This is an optimization exercise on Yosys and OpenROAD, whose aim is small area, not a production implementation. Function was checked by simulation only, so behaviour that the tests miss may differ from the original. Power and IR drop assume default switching activity.

$ cat design/flow/flow/run.sh
#!/bin/bash
# Standard layout (the standard.sh, unchanged synthesis) with two changes: ports are buffered
# with buf_1 instead of the default port buffer cell, and clock tree synthesis uses clkbuf_4
# buffers under a clkbuf_16 root, small sink clusters and no dummy loads.
# The make output goes to standard.log; ORFS writes each step's log under orfs/logs/.
set -euo pipefail
bash standard.sh \
  "BUFFER_PORTS_ARGS=-buffer_cell sky130_fd_sc_hd__buf_1" \
  "CTS_ARGS=-sink_clustering_enable -repair_clock_nets -dont_use_dummy_load -root_buf sky130_fd_sc_hd__clkbuf_16 -buf_list sky130_fd_sc_hd__clkbuf_4 -sink_clustering_size 8 -sink_clustering_max_diameter 40" \
  finish > standard.log 2>&1
$ cat design/flow/standard.sh
#!/bin/bash
# synth_recipe.tcl (not shown) runs the flow's synth.tcl, then flattens the netlist and writes it again
# the make line also repeats each setting of config.mk as NAME=value (left out here)
make -C /OpenROAD-flow-scripts/flow DESIGN_CONFIG=/design/flow/config.mk WORK_HOME=/design/flow/orfs CLKGATE_MAP_FILE= SYNTH_SCRIPT=/design/flow/synth_recipe.tcl "${@:-finish}"
$ cat design/flow/config.mk
export PLATFORM = sky130hd
export DESIGN_NAME = reorder_buffer
export DESIGN_NICKNAME = reorder_buffer
export VERILOG_FILES = /design/flow/design.v
export SDC_FILE = /design/flow/constraint.sdc
export NUM_CORES = 4
export LEC_CHECK = 0
export CAP_MARGIN = 20
export CELL_PAD_IN_SITES_DETAIL_PLACEMENT = 1
export CELL_PAD_IN_SITES_GLOBAL_PLACEMENT = 2
export CORE_MARGIN = 2
export CORE_UTILIZATION = 30
export PLACE_DENSITY = 0.5
export SLEW_MARGIN = 20
export SYNTH_HIERARCHICAL = 1
export SYNTH_MINIMUM_KEEP_SIZE = 0
$ cat design/flow/constraint.sdc
create_clock -name core_clock -period 5.5 [get_ports {clockIn}]
set_input_delay 1.1000 -clock core_clock [delete_from_list [all_inputs] [get_ports {clockIn}]]
set_output_delay 1.1000 -clock core_clock [all_outputs]
set_load 0.01 [all_outputs]
$ cat design/flow/design.v
module reorder_buffer #(
   parameter int unsigned ROB_WIDTH = 4
) (
   input  logic                 clockIn,
   input  logic                 resetIn,
   input  logic                 issueValid,
   input  logic [1:0]           issueType,
   input  logic [4:0]           issueDest,
   input  logic                 issueReady,
   input  logic [31:0]          issueValue,
   output logic [ROB_WIDTH-1:0] issueRobId,
   output logic                 robFull,
   input  logic                 cdbValid,
   input  logic [ROB_WIDTH-1:0] cdbRobId,
   input  logic [31:0]          cdbValue,
   input  logic                 cdbMispredict,
   input  logic [31:0]          cdbTarget,
   input  logic [ROB_WIDTH-1:0] robRs1Dep,
   output logic                 robRs1Ready,
   output logic [31:0]          robRs1Value,
   input  logic [ROB_WIDTH-1:0] robRs2Dep,
   output logic                 robRs2Ready,
   output logic [31:0]          robRs2Value,
   output logic                 regUpdateValid,
   output logic [4:0]           regUpdateDest,
   output logic [31:0]          regUpdateValue,
   output logic [ROB_WIDTH-1:0] regUpdateRobId,
   output logic                 storeCommitValid,
   output logic [ROB_WIDTH-1:0] storeCommitRobId,
   output logic                 clearOut,
   output logic [31:0]          clearPc
);
   localparam int unsigned DEPTH = 1 << ROB_WIDTH;
   logic [ROB_WIDTH:0]   head_q, tail_q;
   logic [ROB_WIDTH-1:0] head, tail;
   logic                 empty;
   logic [DEPTH-1:0] ready_q;
   logic [DEPTH-1:0] kind_q;
   logic [4:0]       dest_q  [DEPTH];
   logic [31:0]      value_q [DEPTH];
   logic                 mp_valid_q;
   logic [ROB_WIDTH-1:0] mp_id_q;
   logic       commit_c, flush_c, issue_c, mp_c, mp_we;
   logic       head_kind, cdb_kind, cdb_br;
   logic [4:0] head_dest;
   logic [ROB_WIDTH-1:0] cdb_age, mp_age, tail_age;
   logic [DEPTH-1:0] sel_tail, sel_cdb, sel_head, sel_last, sel_rs1, sel_rs2;
   logic             hit1, hit2;
   assign head       = head_q[ROB_WIDTH-1:0];
   assign tail       = tail_q[ROB_WIDTH-1:0];
   assign empty      = (head_q == tail_q);
   assign robFull    = (head == tail) && (head_q[ROB_WIDTH] != tail_q[ROB_WIDTH]);
   assign issueRobId = tail;
   assign hit1 = cdbValid && (cdbRobId == robRs1Dep);
   assign hit2 = cdbValid && (cdbRobId == robRs2Dep);
   for (genvar i = 0; i < DEPTH; i++) begin : g_sel
      assign sel_tail[i] = (tail == ROB_WIDTH'(i));
      assign sel_cdb[i]  = (cdbRobId == ROB_WIDTH'(i));
      assign sel_head[i] = (head == ROB_WIDTH'(i));
      assign sel_last[i] = sel_head[(i + 1) % DEPTH];
      assign sel_rs1[i]  = (robRs1Dep == ROB_WIDTH'(i)) && !hit1;
      assign sel_rs2[i]  = (robRs2Dep == ROB_WIDTH'(i)) && !hit2;
   end
   logic [31:0] rs1_val, rs2_val, last_val;
   logic [4:0]  head_dest_r;
   logic        head_kind_r, cdb_kind_r, cdb_d0_r;
   for (genvar b = 0; b < 32; b++) begin : g_rd
      logic [DEPTH-1:0] col;
      for (genvar i = 0; i < DEPTH; i++) begin : g_col
         assign col[i] = value_q[i][b];
      end
      rob_sel17 u_rs1  (.s(sel_rs1),  .d(col), .s16(hit1), .d16(cdbValue[b]), .y(robRs1Value[b]));
      rob_sel17 u_rs2  (.s(sel_rs2),  .d(col), .s16(hit2), .d16(cdbValue[b]), .y(robRs2Value[b]));
      rob_sel16 u_last (.s(sel_last), .d(col), .y(regUpdateValue[b]));
   end
   for (genvar b = 0; b < 5; b++) begin : g_rdd
      logic [DEPTH-1:0] col;
      for (genvar i = 0; i < DEPTH; i++) begin : g_col
         assign col[i] = dest_q[i][b];
      end
      rob_sel16 u_head (.s(sel_head), .d(col), .y(head_dest[b]));
   end
   logic [DEPTH-1:0] dest0_col;
   for (genvar i = 0; i < DEPTH; i++) begin : g_d0
      assign dest0_col[i] = dest_q[i][0];
   end
   rob_sel16 u_head_kind (.s(sel_head), .d(kind_q),    .y(head_kind));
   rob_sel16 u_cdb_kind  (.s(sel_cdb),  .d(kind_q),    .y(cdb_kind));
   rob_sel16 u_cdb_d0    (.s(sel_cdb),  .d(dest0_col), .y(cdb_br));
   rob_sel17 u_rdy1 (.s(sel_rs1), .d(ready_q), .s16(hit1), .d16(1'b1), .y(robRs1Ready));
   rob_sel17 u_rdy2 (.s(sel_rs2), .d(ready_q), .s16(hit2), .d16(1'b1), .y(robRs2Ready));
   logic head_ready;
   rob_sel16 u_head_rdy (.s(sel_head), .d(ready_q), .y(head_ready));
   assign commit_c  = !empty && head_ready;
   assign flush_c   = mp_valid_q && (mp_id_q == head);
   assign issue_c   = issueValid && !robFull && !clearOut;
   assign cdb_age  = cdbRobId - head;
   assign mp_age   = mp_id_q - head;
   assign tail_age = tail - head;
   assign mp_c = cdbValid && cdbMispredict && cdb_kind && cdb_br
                 && (robFull || (cdb_age < tail_age))
                 && (!mp_valid_q || (cdb_age < mp_age));
   assign mp_we = mp_c && !flush_c;
   assign regUpdateRobId   = head - ROB_WIDTH'(1);
   assign storeCommitRobId = head - ROB_WIDTH'(1);
   logic       new_kind;
   logic [4:0] new_dest;
   assign new_kind = (issueType == 2'd1) || (issueType == 2'd2);
   assign new_dest = new_kind ? {4'd0, issueType[1]} : issueDest;
   for (genvar i = 0; i < DEPTH; i++) begin : g_entry
      logic wi, wc, wh, wn;
      logic [31:0] vn;
      logic        rn;
      logic [5:0]  tn;
      assign wi = issue_c && sel_tail[i];
      assign wc = cdbValid && sel_cdb[i] && !wi;
      assign wh = !(wi || wc);
      assign wn = !wi;
      for (genvar b = 0; b < 32; b++) begin : g_bit
         rob_aoi222 u_v (.a1(wi), .a2(issueValue[b]), .b1(wc), .b2(cdbValue[b]), .c1(wh), .c2(value_q[i][b]), .y(vn[b]));
      end
      rob_aoi222 u_r (.a1(wi), .a2(issueReady), .b1(wc), .b2(1'b1), .c1(wh), .c2(ready_q[i]), .y(rn));
      for (genvar b = 0; b < 5; b++) begin : g_dbit
         rob_ao22 u_d (.a1(wi), .a2(new_dest[b]), .b1(wn), .b2(dest_q[i][b]), .y(tn[b]));
      end
      rob_ao22 u_k (.a1(wi), .a2(new_kind), .b1(wn), .b2(kind_q[i]), .y(tn[5]));
      always_ff @(posedge clockIn) begin
         value_q[i] <= ~vn;
         ready_q[i] <= ~rn;
         dest_q[i]  <= tn[4:0];
         kind_q[i]  <= tn[5];
      end
   end
   logic [31:0] pc_n;
   for (genvar b = 0; b < 32; b++) begin : g_pc
      rob_ao22 u_pc (.a1(mp_we), .a2(cdbTarget[b]), .b1(!mp_we), .b2(clearPc[b]), .y(pc_n[b]));
   end
   always_ff @(posedge clockIn) begin
      regUpdateDest <= head_dest;
      clearPc       <= pc_n;
      if (mp_we) mp_id_q <= cdbRobId;
   end
   always_ff @(posedge clockIn or negedge resetIn) begin
      if (!resetIn) begin
         head_q           <= '0;
         tail_q           <= '0;
         mp_valid_q       <= 1'b0;
         regUpdateValid   <= 1'b0;
         storeCommitValid <= 1'b0;
         clearOut         <= 1'b0;
      end else begin
         regUpdateValid   <= commit_c && !head_kind && (head_dest != 5'd0);
         storeCommitValid <= commit_c && head_kind && !head_dest[0];
         clearOut         <= flush_c;
         if (flush_c) begin
            head_q     <= '0;
            tail_q     <= '0;
            mp_valid_q <= 1'b0;
         end else begin
            if (commit_c) head_q <= head_q + (ROB_WIDTH+1)'(1);
            if (issue_c)  tail_q <= tail_q + (ROB_WIDTH+1)'(1);
            if (mp_c)     mp_valid_q <= 1'b1;
         end
      end
   end
endmodule
module rob_aoi222 (
   input  logic a1, a2, b1, b2, c1, c2,
   output logic y
);
   assign y = ~((a1 & a2) | (b1 & b2) | (c1 & c2));
endmodule
module rob_ao22 (
   input  logic a1, a2, b1, b2,
   output logic y
);
   assign y = (a1 & a2) | (b1 & b2);
endmodule
module rob_nand6 (
   input  logic [5:0] a,
   output logic       y
);
   assign y = ~&a;
endmodule
module rob_sel16 (
   input  logic [15:0] s,
   input  logic [15:0] d,
   output logic        y
);
   logic [5:0] n;
   for (genvar k = 0; k < 5; k++) begin : g_t
      rob_aoi222 u (.a1(s[3*k]), .a2(d[3*k]), .b1(s[3*k+1]), .b2(d[3*k+1]), .c1(s[3*k+2]), .c2(d[3*k+2]), .y(n[k]));
   end
   assign n[5] = ~(s[15] & d[15]);
   rob_nand6 u_or (.a(n), .y(y));
endmodule
module rob_sel17 (
   input  logic [15:0] s,
   input  logic [15:0] d,
   input  logic        s16,
   input  logic        d16,
   output logic        y
);
   logic [6:0] n;
   for (genvar k = 0; k < 5; k++) begin : g_t
      rob_aoi222 u (.a1(s[3*k]), .a2(d[3*k]), .b1(s[3*k+1]), .b2(d[3*k+1]), .c1(s[3*k+2]), .c2(d[3*k+2]), .y(n[k]));
   end
   assign n[5] = ~(s[15] & d[15]);
   assign n[6] = ~(s16 & d16);
   rob_nand7 u_or (.a(n), .y(y));
endmodule
module rob_nand7 (
   input  logic [6:0] a,
   output logic       y
);
   assign y = ~&a;
endmodule
==> out/qor.txt, run 1 <==
die width = 330 um
core area = 105000 um2
port bufs = 271
root buf cell = clkbuf_16
clk latency of the worst-skew pair = 0.75 ns
postcts setup bufs = 0
crit path kind = in -> out
distinct cell type count after synthesis = 51
grt total ovfl = 0
GR Layer Usage met2 = 58.1%
Hold/Removal Path Class = in -> async
met1 Usage GRT = 46.3%
htree depth = 4
cts-stage hold buffer count = 0
Power Density = 568 nW/um2
Clock Skew = 0.109 ns
die footprint = 109000 um2
Pre-antenna DRT Iters = 14
IO Pins = 272
Final ANT Viol Nets = 0
Startpoint Class = primary input
P&R area growth vs syn = 17.9%
filler cell count = 12000
Hold Vio Cnt, Final = 0
CP Max Fanout = 22
first-pass GRT wire length = 290000 um
CTS buffer count = 145
DR WL/cell = 40.8 um
Synth top area share = 41.6%
syn_area_per_cell = 10.2 um2
initial drt markers = 9473
fin. max-slew vios = 0
vias per cell = 7.49
share of cells above drive strength 1 = 11.7%
clk buf depth = 3
Max IR drop VDD = 0.000245 V
yosys warns = 11
GRT met3 Usage = 8.91%
layout net count = 3866
Synth Flop Type = dfxtp_1
outcome = no timing/DRC/antenna violations
unrepaired setup endpoints after global routing = false
largest net degree at the start of global routing = 41
Seq/Total Area, Yosys = 43.0%
Slew HR = 17.9%
initial antenna violation count = 7
CP Data Arrival Time = 4.25 ns
worst setup margin = 0.145 ns
vias in the first global route = 38300
max-cap violation count = 0
GRT Max-Usage Layer = met2
pre-CTS setup slack = 0.299 ns
asr flop ratio synth = 2.06%
Yosys top cell by area = dfxtp_1
clk sink count = 679
RD Place Congestion = 0.907
Synth area leaders = dfxtp_1 42%, a222oi_1 33%, inv_1 6.6%
Worst-path clk slew = 0.08 ns
setup_tns = 0 ns
Vias = 38300
final hold slack = 0.444 ns
commonest cells after routing, fill and taps aside = 1063 x a222oi_1, 661 x dfxtp_1, 546 x inv_1, 271 x buf_1, 191 x nand2_1
top achievable clock speed = 187 MHz
post-DP HPWL = 129000 um
Design Area, Final = 37600 um2
number of flops mapped to enable cells by yosys = 4
Overall Global Routing Usage = 37.0%
CTS tree = done
DRC viols = 0
Initial Utilization = 30.2%
register bit total from synthesis = 679
R2R depth = 11
Routed Wire Length = 209000 um
Post-Syn Instances = 3134
Final period util = 97.4%
Least-Margin Pin Slew = 1.23 ns
CP required = 4.40 ns
Placed Area = 36400 um2
Gates resized, CTS repair = 0
Post-Layout Cell Count = 5116
Core Util, Final = 35.7%
# setup viols final = 0
Lkg Pwr = 15.4 nW
Rows = 119
Worst Setup End Kind = output port
Die H = 330 um
Overall Power = 21.3 mW
crit path time final = 5.35 ns
commonest non-fill, non-tap cell in the layout = a222oi_1
cell area after synthesis = 31800 um2
Post-Place Cells = 4962
[modules after synthesis (local to each module, per instance)]
module | flops+latches | area, um2 | copies in the design | cells
rob_sel16 | 0 | 3.75 | 41 | 1
rob_nand7 | 0 | 15.0 | 66 | 2
rob_nand6 | 0 | 13.8 | 41 | 2
rob_aoi222 | 0 | 10.0 | 1063 | 1
reorder_buffer | 679 | 17900 | 1 | 1556
rob_sel17 | 0 | 7.51 | 66 | 2
rob_ao22 | 0 | 8.76 | 128 | 1
[area by class of cell]
cell class	instances	area [um2]	area share, %
inverters	563	2110	5.63
multi-input cells	1884	16400	43.8
clock buffers	145	1110	2.95
diodes	8	20.0	0.0533
repair buffers	446	2440	6.49
well taps	1391	1740	4.63
flip-flops and latches	679	13700	36.5
[synthesized netlist by cell type (2+ instances only)]
library cell,number
edfxtp_1,4
clkbuf_1,11
and2_1,15
nand4_1,67
inv_1,556
o211ai_1,2
o21a_1,2
nor2b_1,7
xor2_4,2
and4_1,109
or3_1,2
a22o_1,128
nand3_2,6
mux2i_1,3
o21ai_0,9
inv_2,6
xor2_1,3
and3_1,5
buf_2,2
nand2b_1,11
xnor2_1,20
dfxtp_1,661
nand2_1,191
ha_1,23
dfrtp_1,14
fa_1,3
nor2_1,83
buf_4,10
nor3_2,6
nor3_1,26
a21o_1,5
a222oi_1,1063
nand3_1,56
a21oi_1,6
[routing by layer]
layer	up-vias	part of all wire (%)
met4	2	6.1
met5	-	0.0062
li1	15100	-
met1	19400	38
met3	744	12
met2	3070	44
[critical path, stage by stage]
cell and delay [ns]:
buf_1 0.44, xnor2_1 0.15, nand2_1 0.20, o21ai_0 0.14
buf_4 0.19, nor2_4 0.81, buf_4 0.40, a222oi_1 0.15
and4_1 0.29, nand4_1 0.13, buf_1 0.18
[flip-flops by register name, summed over array words and instances (netlist names)]
signal and flops:
value_q 512, dest_q 80, clearPc 32, kind_q 16
ready_q 16, head_q 5, regUpdateDest 5, tail_q 5
mp_id_q 4, clearOut 1, mp_valid_q 1, regUpdateValid 1
storeCommitValid 1
[logic make-up (layout without fill, tap and decap cells)]
logic type / count (synthesis) / count (layout) / synth area share, %
flip-flops: 679 / 679 / 43.0
multiplexers: 3 / 3 / 0.0943
XOR/XNOR: 26 / 26 / 0.857
other: 1 / 26 / 0.0118
AND/OR/NAND/NOR: 588 / 588 / 10.1
buffers and inverters: 588 / 1154 / 7.08
AO/OA/AOI/OAI: 1223 / 1223 / 37.7
adder cells (fa/ha/maj): 26 / 26 / 1.09
[path summary, 6_finish.rpt]
check                                       from                       end  slack, ns
setup / recovery                     cdbRobId[3]            robRs1Value[8]       0.15
hold reg to reg               clearPc[7]$_DFF_P_        clearPc[7]$_DFF_P_       0.47
min in group core_clock       clearPc[7]$_DFF_P_        clearPc[7]$_DFF_P_       0.47
setup reg to reg           head_q[1]$_DFFE_PN0P_  regUpdateValid$_DFF_PN0_       1.06
hold / removal                           resetIn     tail_q[3]$_DFFE_PN0P_       0.44
max in group asynchronous                resetIn     head_q[4]$_DFFE_PN0P_       4.47
[where the power goes]
part           switching [mW]  internal [mW]
clock network            1.99           1.23
registers                2.45           7.27
logic                    5.03           3.35
==> run 2, diff against run 1 <==
--- a/design/flow/design.v
+++ b/design/flow/design.v
@@ -58,8 +58,8 @@
       assign sel_cdb[i]  = (cdbRobId == ROB_WIDTH'(i));
       assign sel_head[i] = (head == ROB_WIDTH'(i));
       assign sel_last[i] = sel_head[(i + 1) % DEPTH];
-      assign sel_rs1[i]  = (robRs1Dep == ROB_WIDTH'(i)) && !hit1;
-      assign sel_rs2[i]  = (robRs2Dep == ROB_WIDTH'(i)) && !hit2;
+      assign sel_rs1[i]  = (robRs1Dep == ROB_WIDTH'(i));
+      assign sel_rs2[i]  = (robRs2Dep == ROB_WIDTH'(i));
    end
    logic [31:0] rs1_val, rs2_val, last_val;
    logic [4:0]  head_dest_r;
@@ -108,16 +108,17 @@
    assign new_kind = (issueType == 2'd1) || (issueType == 2'd2);
    assign new_dest = new_kind ? {4'd0, issueType[1]} : issueDest;
    for (genvar i = 0; i < DEPTH; i++) begin : g_entry
-      logic wi, wc, wh, wn;
+      logic wi, wv, wc, wh, wn;
       logic [31:0] vn;
       logic        rn;
       logic [5:0]  tn;
       assign wi = issue_c && sel_tail[i];
-      assign wc = cdbValid && sel_cdb[i] && !wi;
+      assign wv = wi && issueReady;
+      assign wc = cdbValid && sel_cdb[i];
       assign wh = !(wi || wc);
       assign wn = !wi;
       for (genvar b = 0; b < 32; b++) begin : g_bit
-         rob_aoi222 u_v (.a1(wi), .a2(issueValue[b]), .b1(wc), .b2(cdbValue[b]), .c1(wh), .c2(value_q[i][b]), .y(vn[b]));
+         rob_aoi222 u_v (.a1(wv), .a2(issueValue[b]), .b1(wc), .b2(cdbValue[b]), .c1(wh), .c2(value_q[i][b]), .y(vn[b]));
       end
       rob_aoi222 u_r (.a1(wi), .a2(issueReady), .b1(wc), .b2(1'b1), .c1(wh), .c2(ready_q[i]), .y(rn));
       for (genvar b = 0; b < 5; b++) begin : g_dbit
==> out/qor.txt, run 2 <==
filler cell count = 11900 (-0.33%)
Synth area leaders = dfxtp_1 42%, a222oi_1 33%, inv_1 6.6%
Hold/Removal Path Class = in -> async
Post-Syn Instances = 3127 (-0.22%)
clk buf depth = 3 (unchanged)
post-DP HPWL = 127000 um (-1.7%)
cell area after synthesis = 31800 um2 (-0.12%)
Seq pwr share = 45.7% (about the same)
most frequent cell after synthesis = a222oi_1
first-pass GRT wire length = 298000 um (+2.7%)
CP peak stage delay = 0.89 ns (+0.08 ns)
Startpoint Class = flip-flop
Rows = 119 (unchanged)
crit path kind = reg -> out
Vias = 38600 (+0.75%)
Power Density = 566 nW/um2 (-0.39%)
cts-stage hold buffer count = 0 (unchanged)
Final period util = 94.8% (-2.5 points)
outcome = no timing/DRC/antenna violations
fin. max-slew vios = 0 (unchanged)
share of cells above drive strength 1 = 11.7% (about the same)
top achievable clock speed = 192 MHz (+2.7%)
Die H = 330 um (about the same)
Synth top area share = 41.6% (+0.051 points)
port bufs = 271 (unchanged)
switching share of power = 44.6% (+0.19 points)
Worst Setup End Kind = output port
DR WL/cell = 42.8 um (+5.0%)
Final ANT Viol Nets = 0 (unchanged)
clock network fraction of total power = 15.1% (about the same)
Max IR drop VDD = 0.000292 V (+19%)
P&R area growth vs syn = 18.4%
Synth Flop Type = dfxtp_1
Pre-antenna DRT Iters = 13 (-1)
Overall Global Routing Usage = 38.6% (+1.6 points)
vias per cell = 7.57 (+1.1%)
Worst-path clk slew = 0.08 ns (about the same)
internal power = 11.8 mW (-0.45%)
Slew HR = 16.8% (-1.1 points)
CP required = 4.40 ns (about the same)
CP Max Fanout = 24 (+9.1%)
root buf cell = clkbuf_16
number of flops mapped to enable cells by yosys = 4 (unchanged)
die width = 330 um (about the same)
CTS buffer count = 143 (-1.4%)
postcts setup bufs = 0 (unchanged)
Post-synth top cells = 1063 x a222oi_1, 661 x dfxtp_1, 556 x inv_1
RD Place Congestion = 0.873 (-3.7%)
CP Data Arrival Time = 4.12 ns (-0.13 ns)
largest net degree at the start of global routing = 40 (-2.4%)
Least-Margin Pin Slew = 1.25 ns (+0.0164 ns)
crit path time final = 5.22 ns (-0.139 ns)
Initial Utilization = 30.2% (-0.037 points)
die footprint = 109000 um2 (-0.12%)
layout net count = 3847 (-0.49%)
Clock Skew = 0.0798 ns (-0.0294 ns)
initial drt markers = 9609 (+1.4%)
Yosys top cell by area = dfxtp_1
asr flop ratio synth = 2.06% (unchanged)
grt total ovfl = 0 (unchanged)
Register Area = 13700 um2 (unchanged)
clk latency of the worst-skew pair = 0.78 ns (+0.03 ns)
Seq/Total Area, Yosys = 43.1% (+0.052 points)
combinational share of power = 39.1% (-0.2 points)
core area = 105000 um2 (unchanged)
commonest cells after routing, fill and taps aside = 1063 x a222oi_1, 661 x dfxtp_1, 556 x inv_1, 270 x buf_1, 192 x nand2_1
Top Registers = value_q (512), dest_q (80), clearPc (32)
max-cap violation count = 0 (unchanged)
syn_area_per_cell = 10.2 um2 (+0.10%)
Overall Power = 21.3 mW (-0.11%)
clk sink count = 679 (unchanged)
IO Pins = 272 (unchanged)
yosys warns = 11 (unchanged)
max FFs per register = 512 (unchanged)
CTS tree = done
Top reg by flops = value_q
crit path cell chain = inv_1 -> ha_1 -> and2_2 -> buf_4 -> a222oi_1 -> and4_1 -> nand3_1 -> buf_1
htree depth = 4 (unchanged)
Routed Wire Length = 218000 um (+4.6%)
CP max-delay cell = and2_2
Gates resized, CTS repair = 0 (unchanged)
DRC viols = 0 (unchanged)
setup_tns = 0 ns (unchanged)
unrepaired setup endpoints after global routing = false
register bit total from synthesis = 679 (unchanged)
Hold Vio Cnt, Final = 0 (unchanged)
Psw = 9.50 mW (+0.31%)
vias in the first global route = 37800 (-1.3%)
initial antenna violation count = 11 (+4)
distinct cell type count after synthesis = 50 (-2.0%)
Lkg Pwr = 15.6 nW (+1.6%)
commonest non-fill, non-tap cell in the layout = a222oi_1
Multi-input gate area = 16400 um2 (about the same)
# setup viols final = 0 (unchanged)
[run 2: cell types whose count changed after synthesis, sizes merged, moves of 4 or more]
cell    previous run  this run
and2              15        27
nor3              32        20
nor2              83        73
o21ai              9         3
xnor2             21        15
xor2               5        11
clkbuf            11        16
and3               6        10
nand2b            11        15
nor2b              7         3
nor4               0         4
[run 2: critical path, delay by kind of cell (launching register included)]
| kind | cells | cell delay [ns] |
|---|---|---|
| AND/OR/NAND/NOR | 3 | 1.24 |
| buffers and inverters | 3 | 1.12 |
| adder cells (fa/ha/maj) | 1 | 0.36 |
| AO/OA/AOI/OAI | 1 | 0.10 |
| flip-flops | 1 | 0.49 |
[run 2: kinds of logic (layout without fill, tap and decap cells)]
family / count (synthesis) / after routing / share of synthesized area (%)
AO/OA/AOI/OAI: 1215 / 1215 / 37.6
XOR/XNOR: 26 / 26 / 0.858
adder cells (fa/ha/maj): 26 / 26 / 1.09
buffers and inverters: 591 / 1145 / 7.12
flip-flops: 679 / 679 / 43.1
multiplexers: 3 / 3 / 0.0944
other: 1 / 27 / 0.0118
AND/OR/NAND/NOR: 586 / 586 / 10.1
[run 2: power groups by stage]
stage | Clock, mW | Combinational (mW) | Sequential, mW
CTS | 3.29 | 8.19 | 9.59
floorplan | 0 | 5.01 | 8.95
finish | 3.22 | 8.34 | 9.74
detailed placement | 0 | 8.17 | 9.67
global placement | 0 | 7.89 | 9.54
global route | 3.51 | 8.91 | 10.0
[run 2: final cells by class]
type                            count  share of cell area [%]
Inverter                          563                    5.61
Tap cell                         1391                    4.62
Timing Repair Buffer              439                    6.78
Antenna cell                        9                  0.0598
Multi-Input combinational cell   1874                    43.6
Sequential cell                   679                    36.4
Clock buffer                      143                    2.90
[run 2: layer usage]
layer | share of wire [%] | up-vias | track usage [%]
li1 | - | 15100 | -
met3 | 13 | 775 | 11.5
met5 | 0.027 | - | 0
met2 | 44 | 3122 | 59.2
met4 | 6.0 | 8 | 22.2
met1 | 38 | 19600 | 48.0
[run 2: Yosys stat by module (local to each module, per instance), a selection]
module          flip-flops and latches  cells inside  area [um2]  times used
reorder_buffer                     679          1549       17800           1
rob_ao22                             0             1        8.76         128
rob_aoi222                           0             1        10.0        1063
rob_nand6                            0             2        13.8          41
rob_nand7                            0             2        15.0          66
rob_sel17                            0             2        7.51          66
[run 2: stage by stage]
step / utilization (%) / area, um2 / instances / hold WS, ns / setup slack (ns)
finish: 35.8 / 37700 / 5098 / 0.302 / 0.284
floorplan: - / 31900 / 3144 / 0.438 / 0.0511
CTS: 35.7 / 37600 / 5088 / 0.477 / 0.353
global placement: 34.7 / 36500 / 4945 / 0.451 / 0.776
global route: 35.8 / 37700 / 5097 / 0.282 / 0.222
detailed placement: 34.7 / 36500 / 4945 / 0.456 / 0.776
[run 2: path summary, 6_finish.rpt]
| check | start | cells after the start | slack, ns | end |
|---|---|---|---|---|
| max reg2reg | head_q[2]$_DFFE_PN0P_ | 10 | 0.96 | value_q[14][2]$_DFF_P_ |
| min reg2reg | clearPc[2]$_DFF_P_ | 1 | 0.47 | clearPc[2]$_DFF_P_ |
| max in group asynchronous | resetIn | 1 | 4.84 | head_q[3]$_DFFE_PN0P_ |
| min | resetIn | 1 | 0.30 | mp_valid_q$_DFFE_PN0P_ |
| min in group core_clock | clearPc[2]$_DFF_P_ | 1 | 0.47 | clearPc[2]$_DFF_P_ |
| max | head_q[1]$_DFFE_PN0P_ | 8 | 0.28 | regUpdateValue[13] |
==> run 3, diff against run 2 <==
--- a/design/flow/config.mk
+++ b/design/flow/config.mk
@@ -5,12 +5,12 @@
 export SDC_FILE = /design/flow/constraint.sdc
 export NUM_CORES = 4
 export LEC_CHECK = 0
-export CAP_MARGIN = 20
+export CAP_MARGIN = 0
 export CELL_PAD_IN_SITES_DETAIL_PLACEMENT = 1
 export CELL_PAD_IN_SITES_GLOBAL_PLACEMENT = 2
 export CORE_MARGIN = 2
 export CORE_UTILIZATION = 30
 export PLACE_DENSITY = 0.5
-export SLEW_MARGIN = 20
+export SLEW_MARGIN = 0
 export SYNTH_HIERARCHICAL = 1
 export SYNTH_MINIMUM_KEEP_SIZE = 0
==> out/qor.txt, run 3 <==
outcome = no timing/DRC/antenna violations
commonest cells after routing, fill and taps aside = 1063 x a222oi_1, 661 x dfxtp_1, 556 x inv_1, 271 x buf_1, 192 x nand2_1
CP required = 4.40 ns (about the same)
yosys warns = 11 (unchanged)
Synth top area share = 41.6% (unchanged)
top achievable clock speed = 192 MHz (+0.31%)
Hold/Removal Path Class = in -> async
layout net count = 3847 (unchanged)
unrepaired setup endpoints after global routing = false
Yosys top cell by area = dfxtp_1
Register-to-Register Setup Slack = 1.01 ns (+0.05 ns)
asr flop ratio synth = 2.06% (unchanged)
clk latency of the worst-skew pair = 0.78 ns (about the same)
clk buf depth = 3 (unchanged)
clk sink count = 679 (unchanged)
commonest non-fill, non-tap cell in the layout = a222oi_1
DR WL/cell = 42.7 um (-0.36%)
Slew HR = 9.63% (-7.1 points)
Vias = 38500 (-0.23%)
max-cap violation count = 0 (unchanged)
syn_area_per_cell = 10.2 um2 (unchanged)
port bufs = 271 (unchanged)
Post-Place Cells = 4945 (unchanged)
Seq/Total Area, Yosys = 43.1% (unchanged)
RD Place Congestion = 0.873 (unchanged)
Final ANT Viol Nets = 0 (unchanged)
htree depth = 4 (unchanged)
max FFs per register = 512 (unchanged)
CTS buffer count = 144 (+0.70%)
Worst Setup End Kind = output port
register bit total from synthesis = 679 (unchanged)
most frequent cell after synthesis = a222oi_1
CP Data Arrival Time = 4.10 ns (-0.02 ns)
Final period util = 94.5% (-0.29 points)
cell area after synthesis = 31800 um2 (unchanged)
Routed Wire Length = 218000 um (-0.26%)
GRT met3 Usage = 11.2% (-0.26 points)
GRT Max-Usage Layer = met2
Post-Syn Instances = 3127 (unchanged)
reg2reg start = head_q[2]$_DFFE_PN0P_
largest net degree at the start of global routing = 40 (unchanged)
Power Density = 565 nW/um2 (about the same)
cts-stage hold buffer count = 0 (unchanged)
Psw = 9.50 mW (about the same)
initial drt markers = 10000 (+4.6%)
Gates resized, CTS repair = 0 (unchanged)
P&R area growth vs syn = 18.4% (about the same)
grt total ovfl = 0 (unchanged)
Worst-path clk slew = 0.08 ns (about the same)
Post-Layout Cell Count = 5103 (+0.098%)
initial antenna violation count = 13 (+2)
Startpoint Class = flip-flop
crit path from = head_q[1]$_DFFE_PN0P_
setup_tns = 0 ns (unchanged)
distinct cell type count after synthesis = 50 (unchanged)
Clock Skew = 0.105 ns (+0.0248 ns)
first-pass GRT wire length = 297000 um (-0.15%)
Top reg by flops = value_q
Pre-antenna DRT Iters = 14 (+1)
fin. max-slew vios = 0 (unchanged)
combinational share of power = 39.1% (about the same)
Post-synth top cells = 1063 x a222oi_1, 661 x dfxtp_1, 556 x inv_1
Die H = 330 um (unchanged)
crit path time final = 5.20 ns (-0.0162 ns)
post-DP HPWL = 127000 um (about the same)
die width = 330 um (unchanged)
Initial Utilization = 30.2% (unchanged)
Synth area leaders = dfxtp_1 42%, a222oi_1 33%, inv_1 6.6%
Seq pwr share = 45.7% (about the same)
Max IR drop VDD = 0.000331 V (+13%)
Rows = 119 (unchanged)
DRC viols = 0 (unchanged)
Lkg Pwr = 15.6 nW (about the same)
met1 Usage GRT = 48.4% (+0.44 points)
Top Registers = value_q (512), dest_q (80), clearPc (32)
core area = 105000 um2 (unchanged)
number of flops mapped to enable cells by yosys = 4 (unchanged)
postcts setup bufs = 0 (unchanged)
CTS tree = done
share of cells above drive strength 1 = 11.7% (-0.027 points)
crit path kind = reg -> out
internal power = 11.8 mW (about the same)
CP Max Fanout = 23 (-4.2%)
IO Pins = 272 (unchanged)
# setup viols final = 0 (unchanged)
clock network fraction of total power = 15.2% (about the same)
vias in the first global route = 37900 (+0.30%)
Overall Global Routing Usage = 38.5% (-0.052 points)
Hold Vio Cnt, Final = 0 (unchanged)
switching share of power = 44.6% (about the same)
Synth Flop Type = dfxtp_1
root buf cell = clkbuf_16
vias per cell = 7.55 (-0.32%)
die footprint = 109000 um2 (unchanged)
Least-Margin Pin Slew = 1.36 ns (+0.107 ns)
GR Layer Usage met2 = 58.7% (-0.53 points)
## run 3: cell counts after synthesis
No cell type changed its count.
## run 3: final timing paths
kind | to | cells after the start
max reg2reg | value_q[14][2]$_DFF_P_ | 10
min | head_q[0]$_DFFE_PN0P_ | 1
max | regUpdateValue[8] | 8
min reg2reg | clearPc[2]$_DFF_P_ | 1
min in group core_clock | clearPc[2]$_DFF_P_ | 1
max in group asynchronous | tail_q[0]$_DFFE_PN0P_ | 1
## run 3: logic make-up (layout without fill, tap and decap cells)
kind of cell | count (synthesis) | in the layout | share of synthesized area [%]
other | 1 | 32 | 0.0118
flip-flops | 679 | 679 | 43.1
AND/OR/NAND/NOR | 586 | 586 | 10.1
XOR/XNOR | 26 | 26 | 0.858
multiplexers | 3 | 3 | 0.0944
adder cells (fa/ha/maj) | 26 | 26 | 1.09
AO/OA/AOI/OAI | 1215 | 1215 | 37.6
buffers and inverters | 591 | 1145 | 7.12
## run 3: layer usage
| metal | vias to the layer above | share of wire [%] | wire length (um) |
|---|---|---|---|
| met2 | 3147 | 43 | 94300 |
| met5 | - | 0.0096 | 21 |
| met4 | 4 | 6.0 | 13200 |
| met1 | 19600 | 38 | 82500 |
| met3 | 739 | 13 | 27900 |
| li1 | 15100 | - | - |
## run 3: critical path: stages (launching register included)
cell and delay (ns):
dfrtp_1 0.49, inv_1 0.32, ha_1 0.28, and2_2 1.02, buf_4 0.41, a222oi_1 0.15
and4_1 0.32, nand3_1 0.13, buf_1 0.16
## run 3: Yosys stat by module (local to each module, per instance)
module	times used	flops+latches
rob_ao22	128	0
rob_nand6	41	0
rob_aoi222	1063	0
rob_sel17	66	0
rob_sel16	41	0
reorder_buffer	1	679
rob_nand7	66	0
## run 3: layout make-up
cell class                      count  area, um2
Inverter                          563       2110
Tap cell                         1391       1740
Fill cell                       12000      67600
Antenna cell                       14       35.0
Sequential cell                   679      13700
Multi-Input combinational cell   1874      16400
Clock buffer                      144       1100
Timing Repair Buffer              438       2530
## run 3: stage by stage
stage	hold slack (ns)	cell area, um2	util (%)	total power [mW]	setup WS [ns]
after global routing	0.489	37600	35.8	22.4	0.132
after global placement	0.451	36500	34.7	17.4	0.776
after floorplan	0.438	31900	-	14.0	0.0511
after detailed placement	0.455	36500	34.7	17.8	0.765
final	0.476	37600	35.8	21.3	0.301
after CTS	0.455	37600	35.7	21.1	0.305
## run 3: power groups by stage
| stage | clock [mW] | sequential (mW) | combinational (mW) |
|---|---|---|---|
| global route | 3.53 | 10.0 | 8.91 |
| CTS | 3.30 | 9.59 | 8.19 |
| detailed placement | 0 | 9.67 | 8.16 |
| floorplan | 0 | 8.95 | 5.01 |
| global placement | 0 | 9.54 | 7.89 |
| finish | 3.23 | 9.73 | 8.33 |
==> run 4, diff against run 3 <==
--- a/design/flow/design.v
+++ b/design/flow/design.v
@@ -38,6 +38,7 @@
    logic [DEPTH-1:0] kind_q;
    logic [4:0]       dest_q  [DEPTH];
    logic [31:0]      value_q [DEPTH];
+   logic [DEPTH-1:0] phase_q;
    logic                 mp_valid_q;
    logic [ROB_WIDTH-1:0] mp_id_q;
    logic       commit_c, flush_c, issue_c, mp_c, mp_we;
@@ -61,7 +62,10 @@
       assign sel_rs1[i]  = (robRs1Dep == ROB_WIDTH'(i));
       assign sel_rs2[i]  = (robRs2Dep == ROB_WIDTH'(i));
    end
-   logic [31:0] rs1_val, rs2_val, last_val;
+   logic        ph_rs1, ph_rs2, ph_last;
+   rob_sel16 u_ph_rs1  (.s(sel_rs1),  .d(phase_q), .y(ph_rs1));
+   rob_sel16 u_ph_rs2  (.s(sel_rs2),  .d(phase_q), .y(ph_rs2));
+   rob_sel16 u_ph_last (.s(sel_last), .d(phase_q), .y(ph_last));
    logic [4:0]  head_dest_r;
    logic        head_kind_r, cdb_kind_r, cdb_d0_r;
    for (genvar b = 0; b < 32; b++) begin : g_rd
@@ -69,9 +73,13 @@
       for (genvar i = 0; i < DEPTH; i++) begin : g_col
          assign col[i] = value_q[i][b];
       end
-      rob_sel17 u_rs1  (.s(sel_rs1),  .d(col), .s16(hit1), .d16(cdbValue[b]), .y(robRs1Value[b]));
-      rob_sel17 u_rs2  (.s(sel_rs2),  .d(col), .s16(hit2), .d16(cdbValue[b]), .y(robRs2Value[b]));
-      rob_sel16 u_last (.s(sel_last), .d(col), .y(regUpdateValue[b]));
+      logic r1, r2, rl;
+      rob_sel16 u_rs1  (.s(sel_rs1),  .d(col), .y(r1));
+      rob_sel16 u_rs2  (.s(sel_rs2),  .d(col), .y(r2));
+      rob_sel16 u_last (.s(sel_last), .d(col), .y(rl));
+      assign robRs1Value[b]    = (r1 ^ ph_rs1) | (hit1 & cdbValue[b]);
+      assign robRs2Value[b]    = (r2 ^ ph_rs2) | (hit2 & cdbValue[b]);
+      assign regUpdateValue[b] = rl ^ ph_last;
    end
    for (genvar b = 0; b < 5; b++) begin : g_rdd
       logic [DEPTH-1:0] col;
@@ -126,7 +134,8 @@
       end
       rob_ao22 u_k (.a1(wi), .a2(new_kind), .b1(wn), .b2(kind_q[i]), .y(tn[5]));
       always_ff @(posedge clockIn) begin
-         value_q[i] <= ~vn;
+         value_q[i] <= vn;
+         phase_q[i] <= !(wh && phase_q[i]);
          ready_q[i] <= ~rn;
          dest_q[i]  <= tn[4:0];
          kind_q[i]  <= tn[5];
--- a/design/flow/config.mk
+++ b/design/flow/config.mk
@@ -5,12 +5,12 @@
 export SDC_FILE = /design/flow/constraint.sdc
 export NUM_CORES = 4
 export LEC_CHECK = 0
-export CAP_MARGIN = 0
+export CAP_MARGIN = 20
 export CELL_PAD_IN_SITES_DETAIL_PLACEMENT = 1
 export CELL_PAD_IN_SITES_GLOBAL_PLACEMENT = 2
 export CORE_MARGIN = 2
 export CORE_UTILIZATION = 30
 export PLACE_DENSITY = 0.5
-export SLEW_MARGIN = 0
+export SLEW_MARGIN = 20
 export SYNTH_HIERARCHICAL = 1
 export SYNTH_MINIMUM_KEEP_SIZE = 0
==> out/qor.txt, run 4 <==
Synth Flop Type = dfxtp_1
crit path time final = 5.40 ns (+0.205 ns)
CP peak stage delay = 0.71 ns (-0.31 ns)
setup_tns = 0 ns (unchanged)
htree depth = 4 (unchanged)
Hold Vio Cnt, Final = 0 (unchanged)
die footprint = 108000 um2 (-0.55%)
crit path cell chain = inv_1 -> ha_1 -> and2_2 -> buf_4 -> a222oi_1 -> nand3_1 -> xor2_1 -> buf_1
vias in the first global route = 37100 (-2.0%)
CTS tree = done
critical path depth = 8 (unchanged)
root buf cell = clkbuf_16
distinct cell type count after synthesis = 51 (+2.0%)
Met1 Wirelength = 85000 um (+3.0%)
IO Pins = 272 (unchanged)
DR top layer = met5
Top reg by flops = value_q
crit path kind = reg -> out
Overall Global Routing Usage = 38.7% (+0.20 points)
Hold/Removal Path Class = in -> async
Register-to-Register Setup Slack = 1.37 ns (+0.36 ns)
Final period util = 98.3% (+3.7 points)
Post-Syn Instances = 2791 (-11%)
filler cell count = 11700 (-2.7%)
Placed Area = 36400 um2 (-0.28%)
DR WL met2 = 92300 um (-2.1%)
die width = 329 um (-0.28%)
number of flops mapped to enable cells by yosys = 4 (unchanged)
share of cells above drive strength 1 = 12.7% (+1.0 points)
Die H = 329 um (-0.28%)
grt total ovfl = 0 (unchanged)
Slew HR = 21.6% (+12 points)
Lkg Pwr = 13.1 nW (-16%)
Final ANT Viol Nets = 0 (unchanged)
Gates resized, CTS repair = 0 (unchanged)
Worst-path clk slew = 0.09 ns (about the same)
Seq/Total Area, Yosys = 44.3% (+1.3 points)
Synth area leaders = dfxtp_1 43%, a222oi_1 34%, a22o_1 3.5%
clk buf depth = 3 (unchanged)
outcome = no timing/DRC/antenna violations
commonest cells after routing, fill and taps aside = 1078 x a222oi_1, 677 x dfxtp_1, 270 x buf_1, 144 x clkbuf_4, 143 x nand2_1
RD Place Congestion = 0.854 (-2.2%)
DR WL/cell = 46.2 um (+8.3%)
Worst R2R End = value_q[10][24]$_DFF_P_
Rows = 119 (unchanged)
commonest non-fill, non-tap cell in the layout = a222oi_1
max-cap violation count = 0 (unchanged)
fin. max-slew vios = 0 (unchanged)
met3 wire len = 31000 um (+11%)
CTS buffer count = 145 (+0.69%)
P&R area growth vs syn = 18.9%
postcts setup bufs = 0 (unchanged)
Overall Power = 24.9 mW (+17%)
asr flop ratio synth = 2.01% (-0.047 points)
Pre-antenna DRT Iters = 17 (+3)
Top Registers = value_q (512), dest_q (80), clearPc (32)
largest net degree at the start of global routing = 40 (unchanged)
Clock Skew = 0.0990 ns (-0.00563 ns)
critical path buffer and inverter count = 3 (unchanged)
most frequent cell after synthesis = a222oi_1
clk sink count = 695 (+2.4%)
Design Area, Final = 37600 um2 (-0.15%)
Power Density = 663 nW/um2 (+17%)
unrepaired setup endpoints after global routing = false
max FFs per register = 512 (unchanged)
Startpoint Class = flip-flop
family with the most delay on the worst path = buffers and inverters
Core Util, Final = 35.8% (+0.048 points)
Vias = 38000 (-1.2%)
clk latency of the worst-skew pair = 0.81 ns (+0.03 ns)
register bit total from synthesis = 695 (+2.4%)
syn_area_per_cell = 11.3 um2 (+11%)
port bufs = 271 (unchanged)
initial antenna violation count = 15 (+2)
initial drt markers = 10300 (+2.6%)
Routed Wire Length = 219000 um (+0.58%)
CP Data Arrival Time = 4.30 ns (+0.20 ns)
Yosys top cell by area = dfxtp_1
Synth top area share = 42.9% (+1.2 points)
post-DP HPWL = 121000 um (-4.6%)
# setup viols final = 0 (unchanged)
CP Max Fanout = 27 (+17%)
vias per cell = 8.03 (+6.4%)
Least-Margin Pin Slew = 1.18 ns (-0.179 ns)
Worst Setup End Kind = output port
Max IR drop VDD = 0.000458 V (+38%)
CP max-delay cell = and2_2
CP required = 4.40 ns (about the same)
R2R depth = 10 (unchanged)
yosys warns = 11 (unchanged)
Post-synth top cells = 1078 x a222oi_1, 677 x dfxtp_1, 143 x nand2_1
first-pass GRT wire length = 297000 um (-0.17%)
core area = 105000 um2 (-0.28%)
cts-stage hold buffer count = 0 (unchanged)
DRC viols = 0 (unchanged)
top achievable clock speed = 185 MHz (-3.8%)
layout net count = 3485 (-9.4%)
cell area after synthesis = 31600 um2 (-0.56%)
Initial Utilization = 30.1% (-0.084 points)
reg2reg start = head_q[2]$_DFFE_PN0P_
[run 4: power breakdown]
part	switching, mW	leakage, nW	total (mW)	internal, mW
combinational	6.66	6.55	11.2	4.59
sequential	2.67	5.91	10.4	7.72
clock	2.07	0.675	3.29	1.23
total	11.4	13.1	24.9	13.5
[run 4: worst max-delay path by stage]
stage                                startpoint  slack (ns)                 end
after floorplan           head_q[2]$_DFFE_PN0P_        0.16   regUpdateValue[0]
final                     head_q[1]$_DFFE_PN0P_         0.1   regUpdateValue[7]
after CTS                 head_q[1]$_DFFE_PN0P_        0.04  regUpdateValue[26]
after detailed placement           robRs1Dep[3]        0.47     robRs1Value[16]
after global placement             robRs1Dep[3]        0.54     robRs1Value[20]
after global routing      head_q[1]$_DFFE_PN0P_        0.03   regUpdateValue[7]
[run 4: kinds of logic (layout without fill, tap and decap cells)]
| logic type | Yosys count | in the layout | share of synthesized area [%] |
|---|---|---|---|
| compound gates | 1309 | 1309 | 40.1 |
| xor+xnor | 122 | 122 | 3.43 |
| fa+ha+maj | 26 | 26 | 1.10 |
| buf+inv | 103 | 631 | 1.46 |
| flops | 695 | 695 | 44.3 |
| mux | 3 | 3 | 0.0950 |
| other cells | 1 | 31 | 0.0119 |
| simple gates | 532 | 532 | 9.48 |
[run 4: metal layers]
layer / up-vias / GRT usage, %
li1: 14600 / -
met1: 19400 / 51.3
met2: 3359 / 56.8
met3: 681 / 11.7
met4: 4 / 19.2
met5: - / 0
[run 4: per-module statistics from Yosys, one instance, submodules excluded]
module	cell area, um2	cells	flip-flops and latches
reorder_buffer	17800	1253	695
rob_aoi222	10.0	1	0
rob_sel17	7.51	2	0
rob_nand7	15.0	2	0
rob_sel16	3.75	1	0
rob_nand6	13.8	2	0
rob_ao22	8.76	1	0
[run 4: through the flow]
stage          setup WS, ns  std cells  hold WS [ns]
5_1_grt              0.0336       4736         0.418
2_1_floorplan         0.158       2808         0.382
3_3_place_gp          0.544       4579         0.428
4_1_cts              0.0354       4725         0.394
6_report             0.0960       4740         0.421
3_5_place_dp          0.467       4580         0.421
[run 4: worst register-to-register path, cell delays in order, from the launching register on]
cell and delay (ns):
dfrtp_1 0.68, inv_1 0.12, buf_4 0.20, ha_1 0.34, and3_1 0.22, a31oi_4 0.40
buf_4 0.35, and3_1 0.52, and2_2 0.62, buf_12 0.33, a222oi_1 0.17
[run 4: area by class of cell]
class	instances	area [um2]	share of cell area (%)
Tap cell	1391	1740	4.63
Antenna cell	13	32.5	0.0865
Sequential cell	695	14000	37.3
Timing Repair Buffer	435	2540	6.77
Multi-Input combinational cell	2010	18000	47.8
Clock buffer	145	1110	2.94
Inverter	51	191	0.509

==> port drivers added, routing unchanged <==
The results above use ideal ports. As a check the final layouts listed here were re-extracted and re-timed, cells and wires unchanged.
Step 1, drivers: a clkbuf_16 drives clockIn and a buf_2 each remaining input, both assumed.
Step 2, shift: input delay + t, output delay - t, t = (earliest + latest rising clock arrival at the registers) / 2. This alone moves slack from input paths to output paths.
Three values: ideal ports, drivers, drivers and shift; two values: the first two.
run | t, ns | slack for setup (ns) | hold slack, ns | worst setup path at the end | worst data-port slew with drivers (ns)
run 1 | 0.800 | 0.145 / 0.116 / 0.116 | 0.444 / 0.391 / 0.470 | input to output | 0.10
run 2 | 0.789 | 0.284 / 0.213 / 0.633 | 0.302 / 0.254 / 0.471 | input to output | 0.15
run 3 | 0.803 | 0.301 / 0.229 / 0.651 | 0.476 / 0.433 / 0.476 | input to output | 0.18
run 4 | 0.823 | 0.096 / 0.018 / 0.363 | 0.421 / 0.368 / 0.435 | input to output | 0.19
After both steps setup and hold are still met in every run listed. The setup slack of run 1, which loses most, moves by -0.029 ns with the drivers and by -0.029 ns with both steps.
